Context: an optimization exercise on an open-source flow, tuned for small area, a short achievable clock period and few clock cycles. The choices shown serve that exercise and are no tape-out recipe.
The RTL was checked by simulation tests, not by an equivalence proof against the original design.
Power is estimated from default activity; no workload was simulated.

`constraint.sdc`:
```
create_clock -name core_clock -period 12.0 [get_ports {clk}]
set_input_delay 2.4000 -clock core_clock [delete_from_list [all_inputs] [get_ports {clk}]]
set_output_delay 2.4000 -clock core_clock [all_outputs]
set_load 0.01 [all_outputs]
```
`run.sh`:
```
#!/bin/bash
# synth_recipe.tcl (not shown) runs the flow's synth.tcl, then flattens the netlist and writes it again
# the make line also repeats each setting of config.mk as NAME=value (left out here)
make -C /OpenROAD-flow-scripts/flow DESIGN_CONFIG=/design/flow/config.mk WORK_HOME=/design/flow/orfs CLKGATE_MAP_FILE= SYNTH_SCRIPT=/design/flow/synth_recipe.tcl finish
```
`design.v`:
```
module requant_argmax_pipe #(
  parameter int ACC_W       = 25,
  parameter int OUT_W       = 8,
  parameter int MULT_W      = 16,
  parameter int SHIFT_W     = 5,
  parameter int NUM_CLASSES = 10,
  parameter int IDX_W       = $clog2(NUM_CLASSES)
) (
  input  logic                     clk,
  input  logic                     rst_n,
  input  logic                     cfg_load,
  input  logic signed [ACC_W-1:0]  cfg_bias,
  input  logic        [MULT_W-1:0] cfg_mult,
  input  logic       [SHIFT_W-1:0] cfg_shift,
  input  logic                     cfg_round,
  input  logic signed [OUT_W-1:0]  cfg_offset,
  input  logic signed [OUT_W-1:0]  cfg_min,
  input  logic signed [OUT_W-1:0]  cfg_max,
  output logic                     busy,
  input  logic                     in_valid,
  output logic                     in_ready,
  input  logic signed [ACC_W-1:0]  in_data,
  input  logic                     in_last,
  output logic                     out_valid,
  input  logic                     out_ready,
  output logic signed [OUT_W-1:0]  out_data,
  output logic                     out_last,
  output logic                     argmax_valid,
  output logic        [IDX_W-1:0]  argmax_idx,
  output logic signed [OUT_W-1:0]  argmax_val
);
  localparam int SW = ACC_W + 1;
  localparam int PW = ACC_W + MULT_W + 2;
  localparam int CW = $clog2(NUM_CLASSES + 1);
  localparam logic signed [OUT_W-1:0] OMIN = {1'b1, {(OUT_W-1){1'b0}}};
  localparam logic signed [OUT_W-1:0] OMAX = {1'b0, {(OUT_W-1){1'b1}}};
  logic signed [ACC_W-1:0]  bias_q;
  logic        [MULT_W-1:0] mult_q;
  logic       [SHIFT_W-1:0] shift_q;
  logic                     round_q;
  logic signed [OUT_W-1:0]  offset_q, min_q, max_q;
  logic                     s1_v_q, s1_last_q, s2_v_q, s2_last_q, out_valid_q, out_last_q;
  logic        [PW-1:0]     s1_p_q, p_d, rnd_d;
  logic signed [PW-1:0]     s2_q_q, q_d, r_d, sh_d, lo_d, hi_d, lim_d;
  logic        [SW-1:0]     sum_d;
  logic signed [OUT_W-1:0]  out_data_q, res_d;
  logic                     en, hs, in_win, take;
  logic        [CW-1:0]     cnt_q, cnt_d;
  logic        [IDX_W-1:0]  cand_idx_q, cand_idx_d, am_idx_q;
  logic signed [OUT_W-1:0]  cand_val_q, cand_val_d, am_val_q;
  logic                     am_valid_q;
  assign en           = !out_valid_q || out_ready;
  assign in_ready     = en;
  assign busy         = s1_v_q || s2_v_q || out_valid_q;
  assign out_valid    = out_valid_q;
  assign out_data     = out_data_q;
  assign out_last     = out_last_q;
  assign argmax_valid = am_valid_q;
  assign argmax_idx   = am_idx_q;
  assign argmax_val   = am_val_q;
  always_comb begin
    sum_d = {in_data[ACC_W-1], in_data} + {bias_q[ACC_W-1], bias_q};
    p_d   = {{(PW-SW){sum_d[SW-1]}}, sum_d} * {{(PW-MULT_W){1'b0}}, mult_q};
    rnd_d = (round_q && shift_q != '0) ? (PW'(1) << (shift_q - SHIFT_W'(1))) : '0;
    r_d   = $signed(s1_p_q + rnd_d);
    sh_d  = r_d >>> shift_q;
    q_d   = sh_d + $signed({{(PW-OUT_W){offset_q[OUT_W-1]}}, offset_q});
    lo_d  = $signed({{(PW-OUT_W){min_q[OUT_W-1]}}, min_q});
    hi_d  = $signed({{(PW-OUT_W){max_q[OUT_W-1]}}, max_q});
    lim_d = (s2_q_q < lo_d) ? lo_d : s2_q_q;
    res_d = (lim_d > hi_d) ? max_q : lim_d[OUT_W-1:0];
  end
  always_ff @(posedge clk) begin
    if (!rst_n) begin
      bias_q      <= '0;
      mult_q      <= MULT_W'(1);
      shift_q     <= '0;
      round_q     <= 1'b0;
      offset_q    <= '0;
      min_q       <= OMIN;
      max_q       <= OMAX;
      s1_v_q      <= 1'b0;
      s1_last_q   <= 1'b0;
      s1_p_q      <= '0;
      s2_v_q      <= 1'b0;
      s2_last_q   <= 1'b0;
      s2_q_q      <= '0;
      out_valid_q <= 1'b0;
      out_last_q  <= 1'b0;
      out_data_q  <= '0;
    end else begin
      if (cfg_load && !busy && !in_valid) begin
        bias_q   <= cfg_bias;
        mult_q   <= cfg_mult;
        shift_q  <= cfg_shift;
        round_q  <= cfg_round;
        offset_q <= cfg_offset;
        min_q    <= cfg_min;
        max_q    <= cfg_max;
      end
      if (en) begin
        s1_v_q      <= in_valid;
        s1_last_q   <= in_last;
        s1_p_q      <= p_d;
        s2_v_q      <= s1_v_q;
        s2_last_q   <= s1_last_q;
        s2_q_q      <= q_d;
        out_valid_q <= s2_v_q;
        out_last_q  <= s2_last_q;
        out_data_q  <= res_d;
      end
    end
  end
  always_comb begin
    hs         = out_valid_q && out_ready;
    in_win     = cnt_q < CW'(NUM_CLASSES);
    take       = hs && in_win && (cnt_q == '0 || out_data_q > cand_val_q);
    cand_idx_d = take ? cnt_q[IDX_W-1:0] : cand_idx_q;
    cand_val_d = take ? out_data_q : cand_val_q;
    cnt_d      = !hs ? cnt_q : out_last_q ? '0 : in_win ? cnt_q + CW'(1) : cnt_q;
  end
  always_ff @(posedge clk) begin
    if (!rst_n) begin
      cnt_q      <= '0;
      cand_idx_q <= '0;
      cand_val_q <= OMIN;
      am_valid_q <= 1'b0;
      am_idx_q   <= '0;
      am_val_q   <= OMIN;
    end else begin
      cnt_q      <= cnt_d;
      cand_idx_q <= cand_idx_d;
      cand_val_q <= cand_val_d;
      am_valid_q <= hs && out_last_q;
      if (hs && out_last_q) begin
        am_idx_q <= cand_idx_d;
        am_val_q <= cand_val_d;
      end
    end
  end
endmodule
```
`config.mk`:
```
export PLATFORM = sky130hd
export DESIGN_NAME = requant_argmax_pipe
export DESIGN_NICKNAME = requant_argmax_pipe
export VERILOG_FILES = /design/flow/design.v
export SDC_FILE = /design/flow/constraint.sdc
export NUM_CORES = 4
export LEC_CHECK = 0
export CAP_MARGIN = 20
export CORE_MARGIN = 2
export CORE_UTILIZATION = 40
export SLEW_MARGIN = 20
```
==> impl_metrics.tcl <==
set metrics [dict create \
    grt.total_usage_pct 22.6 \
    holdWs_ps 462 \
    leakagePower_uw 0.0169 \
    hold_buffers 0 \
    initial_core_util_pct 40.5 \
    synth-edff-count 0 \
    avgSynthCellArea_um2 8.08 \
    hp-class "reg -> reg" \
    setup_slack_ps 802 \
    sw_frac_of_total_pct 49.1 \
    r2r-start "shift_q[0]$_SDFFE_PN0P_" \
    synthesis.nets 4861 \
    tritoncts "built" \
    power_density_nw_per_um2 134 \
    first_global_vias 27600 \
    max_stage_delay_ps 550 \
    m1WireLength_um 43900 \
    via_count 27700 \
    routed.top_layer "met4" \
    synth-async-reset-ratio_pct 0 \
    synth.area.top_cells "fa_1 25%, dfxtp_1 12%, ha_1 11%" \
    dieWidth_um 290 \
    arrival_ps 11640 \
    ioPinCount 127 \
    netlist.area_leader.share_pct 25.0 \
    cts_resized 0 \
    period_share_pct 93.3 \
    area_growth_syn_to_layout_pct 9.31 \
    worst_pin_slew_ps 1100 \
    drc 0 \
    pwr-share-comb_pct 67.7 \
    io_buffers 126 \
    crit_path_frequent_cell "fa_1" \
    path_class "in -> reg" \
    fmax_mhz 89.3 \
    drtAntennaViolNets 0 \
    p_seq_share_pct 19.2 \
    status "timing/DRC/antenna clean" \
    layout_commonest_cell "nand2_1" \
    pre_cts_slack_ps 257 \
    rows 104 \
    drive_gt1_share_pct 5.03 \
    crit_path_start "in_data[0]" \
    synth_flop_cell "dfxtp_1" \
    grt_pass1_wl_um 152000 \
    hold_path.startpoint "s1_p_q[15]$_SDFFE_PN0P_" \
    yosysSeqAreaShare_pct 12.2 \
    gp_congestion 0.919 \
    finalHoldViolCount 0 \
    min_period_ps 11200 \
    routed_wl_um 94400 \
    clk_path_buf_depth 2 \
    ir_drop_mv 0.130 \
    cts-root-buf "clkbuf_16" \
    mostFrequentLayoutCells "631 x nand2_1, 566 x inv_1, 408 x fa_1" \
    viasPerCell 5.39 \
    first_pass_iters 5 \
    clockPowerShare_pct 13.1 \
    synth_cells 4052 \
    drv_slew 0 \
    p_sw_uw 2350 \
    synth_top_cell_by_area "fa_1" \
    dieHeight_um 290 \
    syn_area_um2 32700 \
    nNetsFinal 4875 \
    cp-start-kind "input pin" \
    max-slew-margin-rel_pct 26.1 \
    cp_slowest_cell "fa_1" \
    rsz0062_at_grt "false" \
    core_area_um2 80800 \
    dr.first_iter.drc_count 1593 \
    synth_cell_type_count 98 \
    overflow 0 \
    setup_viol 0 \
    yosys_warnings 1 \
    cts_buffers 17 \
    finalSetupTns_ps 0 \
    wl_met3_um 4460 \
    routedWlPerCell_um 18.4 \
    post_cts_buffers 0 \
    crit_fanout 11 \
    clk_latency_ps 510 \
    ys_ff_latch 200 \
    place_hpwl_um 74800 \
    intPower_uw 2440 \
    clk_pin_slew_ps 90 \
    grt_antenna_before_repair 2 \
    grt_max_degree 65 \
    dr_wl_met2_um 43800 \
    drv_cap 0 \
    required_ps 12450 \
    clkSinkCount 200 \
    skew_ps 20.3 \
    dieArea_um2 84100 \
    htree_levels 4 \
    endpoint_kind "flop" \
]
## worst max-delay path, delay by kind of cell
kind | cells | cell delay [ps]
compound gates | 16 | 3370
xor+xnor | 1 | 410
fa+ha+maj | 9 | 3890
buf+inv | 6 | 1050
mux | 1 | 180
simple gates | 3 | 330
## stage by stage
step                area (um2)  power (uW)  util [%]  instances
floorplan                32700        3320         -       4052
global placement         35200        4130      43.5       5107
detailed placement       35200        4160      43.5       5107
CTS                      35800        4810      44.3       5139
global route             35800        5290      44.3       5140
finish                   35800        4790      44.3       5140
## Yosys cell counts, drive strengths merged, types with 23 or more instances
| master | count |
|---|---|
| nor2b | 25 |
| mux2i | 60 |
| a21o | 91 |
| fa | 408 |
| o211ai | 28 |
| nand4 | 44 |
| o21ai | 176 |
| buf | 24 |
| nand3 | 62 |
| dfxtp | 200 |
| nand2b | 23 |
| nand2 | 632 |
| nor2 | 178 |
| a211oi | 40 |
| clkbuf | 179 |
| ha | 299 |
| o21a | 26 |
| xnor2 | 85 |
| and2 | 207 |
| a21oi | 307 |
| xor2 | 45 |
| nor3 | 36 |
| mux4 | 24 |
| inv | 569 |
## cell type report
cell class | count | area, um2
flip-flops and latches | 200 | 4010
clock inverters | 15 | 198
fillers | 8174 | 45000
repair buffers | 198 | 1820
inverters | 571 | 2150
multi-input cells | 3078 | 25900
clock buffers | 17 | 425
well taps | 1060 | 1330
diodes | 1 | 2.50
## path summary, 6_finish.rpt
path / slack [ps] / cells past startpoint / endpoint
setup reg to reg: 2420 / 32 / s2_q_q[41]$_SDFFE_PN0P_
hold / removal: 460 / 2 / s1_p_q[15]$_SDFFE_PN0P_
setup / recovery: 800 / 36 / s1_p_q[42]$_SDFFE_PN0P_
hold reg to reg: 460 / 2 / s1_p_q[15]$_SDFFE_PN0P_
## logic make-up (layout without fill, tap and decap cells)
family	count (synthesis)	after routing	share of synthesized area (%)
AO/OA/AOI/OAI	853	853	16.6
XOR/XNOR	130	130	3.50
adder cells (fa/ha/maj)	707	707	36.4
buffers and inverters	774	801	8.99
flip-flops	200	200	12.2
multiplexers	104	104	4.19
other	1	2	0.0115
AND/OR/NAND/NOR	1283	1283	18.1
## power groups by stage
| stage | Clock (uW) | Combinational, uW | Sequential, uW |
|---|---|---|---|
| after global placement | 0 | 3190 | 937 |
| final | 628 | 3250 | 919 |
| after floorplan | 0 | 2450 | 873 |
| after CTS | 644 | 3250 | 922 |
| after detailed placement | 0 | 3220 | 936 |
| after global routing | 666 | 3680 | 937 |
## per-layer routing
layer | track usage, % | vias up
met5 | 0 | -
met2 | 37.5 | 716
met1 | 30.9 | 13400
met3 | 2.86 | 135
met4 | 6.47 | 0
li1 | - | 13400
## sequential cells by signal, summed over array words and instances, names as in the netlist, 5 cells and up
name	count
shift_q	5
bias_q	25
cand_val_q	8
mult_q	16
max_q	8
am_val_q	8
s1_p_q	43
out_data_q	8
offset_q	8
min_q	8
s2_q_q	43
Testbench counts, summed over its fixed seeds: cycles 9,624.

## separate check: timing with driven ports
How much do the figures lean on ideal ports? The routed layout below was timed once more, with nothing changed but the port constraints.
Step 1 sets driving cells, clkbuf_16 on the clock port and buf_2 on the other inputs (assumed; they add their load-dependent delay and slew).
Step 2 times the ports against the registers' clock, not the clock port: input delays grow and output delays shrink by t, the midpoint of the rising clock arrivals with the driver on.
Three values: ideal ports, drivers, drivers and shift; two values: the first two.
t (ns): 0.569
setup slack, ns: 0.802 / 0.847 / 0.279
worst setup path after step 2: input to register
slew at the worst register clock pin (ns): 0.09 / 0.09
worst slew at a driven data input, ns: 0.11
After both steps setup and hold are still met in this run. For this run, drivers alone change the setup slack by +0.045 ns; drivers and shift together by -0.523 ns.
